This is an optimization exercise on Yosys and OpenROAD, whose aim is a short achievable clock period, not a production implementation. The RTL was checked by simulation tests, not by an equivalence proof against the original design. Power figures rest on the tool's default switching activity, not on a simulated workload.

==> flow/design.v (outline; a module is shown in full before it is edited, if it fits) <==
// module branch_target_predictor: 2024 lines
// module btb_g_inv: 3 lines
// module btb_g_nand2: 3 lines
// module btb_g_nand3: 3 lines
// module btb_g_nor2: 3 lines
// module btb_g_nor4: 4 lines
// module btb_g_and2: 3 lines
// module btb_g_xor2: 3 lines
// module btb_g_nand4: 4 lines
// module btb_g_o21ai: 3 lines
// module btb_g_a22oi: 4 lines
// module btb_g_xnor2: 3 lines
// module btb_g_o22ai: 4 lines
// module btb_g_mux2i: 3 lines
module branch_target_predictor #(
  parameter int unsigned ADDR_W   = 32,
  parameter int unsigned ENTRIES  = 16,
  parameter logic [1:0]  CTR_INIT = 2'b01,
  parameter int unsigned CNT_W    = 16
) (
  input  logic              clk,
  input  logic              reset,
  input  logic              enable,
  input  logic [ADDR_W-1:0] pc_f,
  output logic              pred_hit,
  output logic              pred_taken,
  output logic [ADDR_W-1:0] pred_target,
  input  logic              upd_valid,
  input  logic [ADDR_W-1:0] upd_pc,
  input  logic              upd_taken,
  input  logic [ADDR_W-1:0] upd_target,
  input  logic              upd_pred_taken,
  input  logic [ADDR_W-1:0] upd_pred_target,
  input  logic              flush_all,
  output logic              mispredict,
  output logic [CNT_W-1:0]  branch_cnt,
  output logic [CNT_W-1:0]  mispred_cnt
);
  // ...
==> flow/flow/run.sh <==
#!/bin/bash
# Own layout flow: the standard synthesis unchanged, then the standard ORFS
# steps with delay cells kept out of buffering (so port buffers and repair
# buffers are real buffers), port buffers of a fixed drive strength, and the
# lookup's ports grouped on one edge (flow/io.tcl, before pin placement).
set -euo pipefail
HERE=$(pwd)
PLAT_DU="sky130_fd_sc_hd__probe_p_8 sky130_fd_sc_hd__probec_p_8 sky130_fd_sc_hd__lpflow_bleeder_1 sky130_fd_sc_hd__lpflow_clkbufkapwr_1 sky130_fd_sc_hd__lpflow_clkbufkapwr_16 sky130_fd_sc_hd__lpflow_clkbufkapwr_2 sky130_fd_sc_hd__lpflow_clkbufkapwr_4 sky130_fd_sc_hd__lpflow_clkbufkapwr_8 sky130_fd_sc_hd__lpflow_clkinvkapwr_1 sky130_fd_sc_hd__lpflow_clkinvkapwr_16 sky130_fd_sc_hd__lpflow_clkinvkapwr_2 sky130_fd_sc_hd__lpflow_clkinvkapwr_4 sky130_fd_sc_hd__lpflow_clkinvkapwr_8 sky130_fd_sc_hd__lpflow_decapkapwr_12 sky130_fd_sc_hd__lpflow_decapkapwr_3 sky130_fd_sc_hd__lpflow_decapkapwr_4 sky130_fd_sc_hd__lpflow_decapkapwr_6 sky130_fd_sc_hd__lpflow_decapkapwr_8 sky130_fd_sc_hd__lpflow_inputiso0n_1 sky130_fd_sc_hd__lpflow_inputiso0p_1 sky130_fd_sc_hd__lpflow_inputiso1n_1 sky130_fd_sc_hd__lpflow_inputiso1p_1 sky130_fd_sc_hd__lpflow_inputisolatch_1 sky130_fd_sc_hd__lpflow_isobufsrc_1 sky130_fd_sc_hd__lpflow_isobufsrc_16 sky130_fd_sc_hd__lpflow_isobufsrc_2 sky130_fd_sc_hd__lpflow_isobufsrc_4 sky130_fd_sc_hd__lpflow_isobufsrc_8 sky130_fd_sc_hd__lpflow_isobufsrckapwr_16 sky130_fd_sc_hd__lpflow_lsbuf_lh_hl_isowell_tap_1 sky130_fd_sc_hd__lpflow_lsbuf_lh_hl_isowell_tap_2 sky130_fd_sc_hd__lpflow_lsbuf_lh_hl_isowell_tap_4 sky130_fd_sc_hd__lpflow_lsbuf_lh_isowell_4 sky130_fd_sc_hd__lpflow_lsbuf_lh_isowell_tap_1 sky130_fd_sc_hd__lpflow_lsbuf_lh_isowell_tap_2 sky130_fd_sc_hd__lpflow_lsbuf_lh_isowell_tap_4"
DU="$PLAT_DU sky130_fd_sc_hd__dlygate4sd1_1 sky130_fd_sc_hd__dlygate4sd2_1 sky130_fd_sc_hd__dlygate4sd3_1 sky130_fd_sc_hd__clkdlybuf4s15_1 sky130_fd_sc_hd__clkdlybuf4s15_2 sky130_fd_sc_hd__clkdlybuf4s18_1 sky130_fd_sc_hd__clkdlybuf4s18_2 sky130_fd_sc_hd__clkdlybuf4s25_1 sky130_fd_sc_hd__clkdlybuf4s25_2 sky130_fd_sc_hd__clkdlybuf4s50_1 sky130_fd_sc_hd__clkdlybuf4s50_2 sky130_fd_sc_hd__dlymetal6s2s_1 sky130_fd_sc_hd__dlymetal6s4s_1 sky130_fd_sc_hd__dlymetal6s6s_1"

bash standard.sh synth > flow_synth.log 2>&1
bash standard.sh "DONT_USE_CELLS=$DU" \
  "BUFFER_PORTS_ARGS=-buffer_cell sky130_fd_sc_hd__buf_6" \
  "PRE_IO_PLACEMENT_TCL=$HERE/flow/io.tcl" \
  "GLOBAL_PLACEMENT_ARGS=-timing_driven_net_weight_max 10 -timing_driven_nets_percentage 20" \
  finish > flow_layout.log 2>&1
==> flow/flow/io.tcl <==
# Pin placement that keeps each critical cone compact: the fetch PC bits
# interleaved with the predicted target bits (and hit/taken) on the left edge;
# the resolved and predicted targets interleaved with the other mispredict
# inputs and output on the right edge. Other pins are placed freely.
set btb_pins {}
for {set k 0} {$k < 32} {incr k} {
  lappend btb_pins "pc_f\[$k\]" "pred_target\[$k\]"
}
lappend btb_pins pred_hit pred_taken
set_io_pin_constraint -pin_names $btb_pins -region left:* -group -order
set mis_pins {}
for {set k 0} {$k < 16} {incr k} {
  lappend mis_pins "upd_target\[$k\]" "upd_pred_target\[$k\]"
}
lappend mis_pins upd_taken upd_pred_taken upd_valid mispredict
for {set k 16} {$k < 32} {incr k} {
  lappend mis_pins "upd_target\[$k\]" "upd_pred_target\[$k\]"
}
set_io_pin_constraint -pin_names $mis_pins -region right:* -group -order
==> flow/standard.sh <==
#!/bin/bash
# synth_recipe.tcl (not shown) runs the flow's synth.tcl, then flattens the netlist and writes it again
# the make line also repeats each setting of config.mk as NAME=value (left out here)
make -C /OpenROAD-flow-scripts/flow DESIGN_CONFIG=/design/flow/config.mk WORK_HOME=/design/flow/orfs CLKGATE_MAP_FILE= SYNTH_SCRIPT=/design/flow/synth_recipe.tcl "${@:-finish}"
==> flow/config.mk <==
export PLATFORM = sky130hd
export DESIGN_NAME = branch_target_predictor
export DESIGN_NICKNAME = branch_target_predictor
export VERILOG_FILES = /design/flow/design.v
export SDC_FILE = /design/flow/constraint.sdc
export NUM_CORES = 4
export LEC_CHECK = 0
export ABC_CLOCK_PERIOD_IN_PS = 2500
export CAP_MARGIN = 20
export CORE_MARGIN = 2
export CORE_UTILIZATION = 65
export PLACE_DENSITY = 0.75
export SETUP_SLACK_MARGIN = 3.0
export SLEW_MARGIN = 20
export SYNTH_HIERARCHICAL = 1
export SYNTH_MINIMUM_KEEP_SIZE = 0
export TNS_END_PERCENT = 100
==> flow/constraint.sdc <==
create_clock -name core_clock -period 7.0 [get_ports {clk}]
set_input_delay 1.4000 -clock core_clock [delete_from_list [all_inputs] [get_ports {clk}]]
set_output_delay 1.4000 -clock core_clock [all_outputs]
set_load 0.01 [all_outputs]
==> reports/results.tsv, run 1 <==
stage	metric	value	unit
worst_setup_path	critical-path cell list	buf_16, clkinvlp_4, buf_8, buf_8, buf_8, nor2_4, buf_2, buf_8, buf_16, a22oi_2, nand2_1, a22oi_2, nand2_2, nand2_1, nand2_1, buf_6	
global_routing	initial antenna violation count	8	
pwr	P_int	0.01015	W
worst_setup_path	critical path class	in2out	
drt	routed via count	35080	
cells_and_area	Final clock-cell share	5.359	%
cells_and_area	fraction of area in registers	50.45	%
drt	Post-Route M1 WL	60.18	mm
worst_setup_path	CP endpoint	pred_target[12]	
status	status	no timing/DRC/antenna violations	
cells_and_area	non-clk buf share	9.247	%
synthesis	Area contributors post-synth	edfxtp_1 59%, xnor2_1 13%, a22oi_2 8.2%, xor2_1 4.2%, nand4_1 3.1%	
sta	period utilization	68.33	%
drt	WL met2	70.41	mm
synthesis	post-synthesis xor/xnor area fraction	17.22	%
drt	Met3 Wirelength	24.23	mm
placed_design	gpl congestion	0.9579	
die	Die Y	277.9	um
clock_network	Reg clk slew, reported paths	0.06	ns
placed_design	placed insts	4709	
sta	Slew Limit Fails	0	
pwr	Power Sequential	0.00666	W
die	initial core utilization	65.59	%
global_routing	vias in the first global route	33480	
synthesis	area fraction of the dominant cell type after synthesis	59.14	%
pwr	total power	0.01342	W
synthesis	largest family of logic cells by synthesized area	XOR/XNOR gates	
cells_and_area	fraction of area in multi-input gates	32.56	%
cells_and_area	most frequent cells in the layout	960 x edfxtp_1, 714 x xnor2_1, 320 x a22oi_2, 242 x nand4_1, 230 x xor2_1	
synthesis	synthesized-area fraction occupied by adder cells	0	%
drt	Final ANT Viol Nets	0	
drt	DR iter-0 viols	5033	
==> run 2: changes to the inputs <==
--- a/flow/config.mk
+++ b/flow/config.mk
@@ -9,6 +9,6 @@
 export CAP_MARGIN = 20
 export CORE_MARGIN = 2
-export CORE_UTILIZATION = 65
-export PLACE_DENSITY = 0.75
+export CORE_UTILIZATION = 50
+export PLACE_DENSITY = 0.62
 export SETUP_SLACK_MARGIN = 3.0
 export SLEW_MARGIN = 20
==> run 2 against run 1 <==
Still clean; design area grew 1.8%; critical path depth is the same; clock power grew 4.0%; flip-flop and latch count is the same; critical path type unchanged; largest power group unchanged; highest routed layer unchanged.
==> reports/results.tsv, run 2 <==
stage	metric	value	unit	change
status	status	no timing/DRC/antenna violations		unchanged
synthesis	EDFF count, synth	960		unchanged
sta	Clock Skew	0.02587	ns	was 0.02440 ns
sta	setup TNS	0	ns	unchanged
drt	DR iter-0 viols	4531		was 5033
global_routing	initial antenna violation count	9		was 8
clock_network	Hold-fix buffers, CTS	0		unchanged
sta	Slew Limit Fails	0		unchanged
cells_and_area	most frequent cells in the layout	960 x edfxtp_1, 707 x xnor2_1, 320 x a22oi_2, 242 x nand4_1, 231 x nand2_1		was 960 x edfxtp_1, 714 x xnor2_1, 320 x a22oi_2, 242 x nand4_1, 230 x xor2_1
synthesis	Area contributors post-synth	edfxtp_1 59%, xnor2_1 13%, a22oi_2 8.2%, xor2_1 4.2%, nand4_1 3.1%		unchanged
die	core area	0.09671	sq mm	was 0.07432 sq mm
sta	final setup fails	0		unchanged
cells_and_area	most common cell after layout, fill and taps aside	edfxtp_1		unchanged
synthesis	Synth area leader	edfxtp_1		unchanged
sta	Worst-Margin Slew	1.113	ns	was 1.233 ns
cells_and_area	share of cells above drive strength 1	26.25	%	was 25.28%
sta	Hold WS	0.5423	ns	was 0.5361 ns
drt	post-DR wirelength/cell	32.67	um	was 32.26 um
sta	Rel. slew slack	25.81	%	was 17.71%
pwr	leakage	19.60	nW	was 19.16 nW
hold_path	worst min path class	reg2reg		unchanged
synthesis	Post-synth ARST share	0	%	unchanged
placed_design	DP HPWL	94.72	mm	was 88.11 mm
placed_design	IO buf count	199		unchanged
global_routing	total gr overflow	0		unchanged
drt	Vias/cell	6.326		was 6.866
clock_network	Reg clk slew, reported paths	0.06	ns	about the same
placed_design	gpl congestion	0.8704		was 0.9579
worst_setup_path	critical-path cell list	buf_16, clkinvlp_4, buf_6, buf_6, buf_6, nand4_1, nor2_1, nand4_1, nand4_1, buf_6, buf_6, nor2_4, nand2_2, nand2_1, nand2_2, buf_6		was buf_16, clkinvlp_4, buf_8, buf_8, buf_8, nor2_4, buf_2, buf_8, buf_16, a22oi_2, nand2_1, a22oi_2, nand2_2, nand2_1, nand2_1, buf_6
die	Site Rows	114		was 100
sta	final hold violation count	0		unchanged
drt	routed via count	34450		was 35080
cells_and_area	FILL cells	7187		was 4240
synthesis	Post-Syn Nets	3696		unchanged
synthesis	flops & latches, synth	1008		unchanged
worst_setup_path	startpoint types	primary input		unchanged
pwr	Max VDD drop	0.2244	mV	was 0.2783 mV
drt	DR pass1 iterations	7		was 11
cells_and_area	multi-input logic area	0.01946	sq mm	was 0.01923 sq mm
cells_and_area	final non-filler cell total	5446		was 5109
placed_design	placed insts	5033		was 4709
global_routing	pin count of the biggest net entering global routing	61		was 54
sta	fmax	210.1	MHz	was 209.1 MHz
sta	minimum clock period	4.761	ns	was 4.783 ns
synthesis	Top FF cell, synth	edfxtp_1		unchanged
synthesis	sequential fraction of the synthesis area	61.11	%	unchanged
cells_and_area	Largest register FFs	512		unchanged
die	Die Y	316.2	um	was 277.9 um
clock_network	worst-skew pair later-pin latency	0.71	ns	was 0.68 ns
worst_setup_path	Max FO, Critical Path	6		was 7
cells_and_area	Top reg by flops	tgt_q		unchanged
clock_network	# clock sinks	1008		unchanged
drt	Final ANT Viol Nets	0		unchanged
worst_setup_path	critical path capture point type	output pin		unchanged
clock_network	CTS Buf Count	106		was 100
worst_setup_path	Worst Path Required	5.60	ns	about the same
clock_network	CTS tree	built		unchanged
die	initial core utilization	50.41	%	was 65.59%
cells_and_area	fin nets	4214		was 4182
clock_network	clock root cell	clkbuf_16		unchanged
clock_network	CTS Buffer Depth	3		unchanged
sta	period utilization	68.01	%	was 68.33%
synthesis	Yosys warning count	7		unchanged
flow_run	Max-Cap Viols	0		unchanged
worst_setup_path	critical path class	in2out		unchanged
synthesis	syn avg cell area	13.69	sq um	unchanged
worst_setup_path	Top cell by count, worst path	buf_6		was buf_8
cells_and_area	Largest regs	tgt_q x512, tag_q x416, ctr_q x32		unchanged
worst_setup_path	Worst path slowest cell	nor2_4		was nand2_2
drt	drt drc	0		unchanged
clock_network	CTS H-tree depth	3		unchanged
cells_and_area	Synth-to-Final Area Change	23.38	%	was 21.13%
global_routing	first-pass GRT wire length	246.3	mm	was 229.3 mm
synthesis	Unique masters post-synth	39		unchanged
synthesis	synthesized area	0.04875	sq mm	unchanged
sta	RSZ-0062 raised after global routing	true		unchanged
pwr	pwr/cell area	227.3	mW/mm^2	about the same
die	Die Width	316.2	um	was 277.9 um
global_routing	vias in the first global route	33700		was 33480
synthesis	area fraction of the dominant cell type after synthesis	59.14	%	unchanged
drt	DRT Wirelength	177.9	mm	was 164.8 mm
synthesis	count leader, synth	edfxtp_1		unchanged
die	die footprint	0.1000	sq mm	was 0.07720 sq mm
die	num ports	202		unchanged
worst_setup_path	slowest stage delay, CP	0.21	ns	about the same
cells_and_area	Reg area	0.02979	sq mm	unchanged
synthesis	most frequent cells after synthesis	960 x edfxtp_1, 722 x xnor2_1, 320 x a22oi_2		unchanged
worst_setup_path	Worst Path Arrival	3.36	ns	was 3.38 ns
synthesis	Mapped Cells	3561		unchanged
global_routing	total track usage	35.19	%	was 41.57%
run 2: path summary, 6_finish.rpt:
kind | slack (ns) | to | cells after the start | startpoint
worst max-delay path | 2.24 | pred_target[12] | 16 | pc_f[3]
worst min-delay path | 0.54 | valid_q[1]$_SDFFE_PP0P_ | 1 | valid_q[1]$_SDFFE_PP0P_
worst max register to register | 4.64 | ctr_q[16]$_SDFFCE_PN0P_ | 5 | tag_q[223]$_DFFE_PP_
worst min register to register | 0.54 | valid_q[1]$_SDFFE_PP0P_ | 1 | valid_q[1]$_SDFFE_PP0P_
run 2: worst max-delay path, delay by kind of cell:
family        cells  cell delay, ns
buf+inv           8            1.04
simple gates      8            0.90
run 2: cell type report:
class                           count  share of cell area, %
Inverter                           44                 0.2996
Clock inverter                     53                 0.6907
Sequential cell                  1008                  49.53
Tap cell                         1276                  2.655
Timing Repair Buffer              471                  9.628
Antenna cell                        2               0.008322
Multi-Input combinational cell   2448                  32.35
Clock buffer                      144                  4.835
run 2: logic make-up (layout without fill, tap and decap cells):
family,Yosys count,in the layout,share of synthesized area (%)
AO/OA/AOI/OAI,362,362,8.991
multiplexers,25,25,0.5133
AND/OR/NAND/NOR,1100,1105,11.06
XOR/XNOR,956,956,17.22
other,0,2,0
flip-flops,1008,1008,61.11
buffers and inverters,110,712,1.106
run 2: metrics by stage:
step	total power [W]	instance area, sq um	utilization, %	setup slack [ns]
floorplan	0.007411	48890	-	0.7264
global placement	0.008006	52900	54.70	1.078
detailed placement	0.008026	52980	54.79	1.037
CTS	0.01365	59580	61.61	2.370
global route	0.01398	60140	62.19	2.222
finish	0.01367	60140	62.19	2.239
run 2: repair_timing:
item	CTS	global route
hold endpoints to repair	0	0
gates cloned	33	2
setup buffers	159	19
setup endpoints to repair	35	69
resized for setup	333	94
pin swaps	113	53
run 2: report_power, final:
group / internal (W) / total (W) / switching, W
Sequential: 0.00664 / 0.00667 / 0.0000273
Clock: 0.00309 / 0.00548 / 0.00240
Combinational: 0.000591 / 0.00152 / 0.000933
Total: 0.0103 / 0.0137 / 0.00336
run 2: metal layers:
metal  share of wire, %  track usage (%)
met2                 42            51.37
met1                 40            49.60
met4                5.3            15.94
met5              0.021                0
met3                 12            9.078
run 2: modules after synthesis (local to each module, per instance), a selection:
module                   copies in the design  cell area (sq um)  cells inside  flops+latches
branch_target_predictor                     1              36620          1945           1008
btb_g_nor4                                  8              12.51             1              0
btb_g_a22oi                               320              12.51             1              0
btb_g_xnor2                               445              8.758             1              0
btb_g_xor2                                 63              8.758             1              0
btb_g_nand4                               170              6.256             1              0
btb_g_and2                                 57              6.256             1              0
btb_g_o21ai                                 1              5.005             1              0
btb_g_nand3                                64              5.005             1              0
btb_g_inv                                  38              3.754             1              0
btb_g_nand2                               302              3.754             1              0

[port drivers added, routing unchanged]
The results above use ideal ports. As a check the final layouts listed here were re-extracted and re-timed, cells and wires unchanged. Step 1 (the two cells are an assumption about what drives the block):
set clk [get_ports {clk}]
set_driving_cell -lib_cell sky130_fd_sc_hd__clkbuf_16 $clk
set_driving_cell -lib_cell sky130_fd_sc_hd__buf_2 [delete_from_list [all_inputs] $clk]
Step 2, shift: input delay + t, output delay - t, t = (earliest + latest rising clock arrival at the registers) / 2. This alone moves slack from input paths to output paths. a / b / c = ideal / step 1 / step 2; a / b = the first two.
run	t (ns)	setup slack, ns	latest minus earliest clock arrival (ns)	worst register clock-pin slew, ns	cell pins on the clock port's net
run 1	0.744	2.217 / 2.032 / 2.032	0.036 / 0.036	0.07 / 0.07	1
run 2	0.767	2.239 / 1.993 / 1.993	0.038 / 0.038	0.07 / 0.07	1
After both steps setup and hold are still met in every run listed. The setup slack of run 2, which loses most, moves by -0.246 ns with the drivers and by -0.246 ns with both steps.
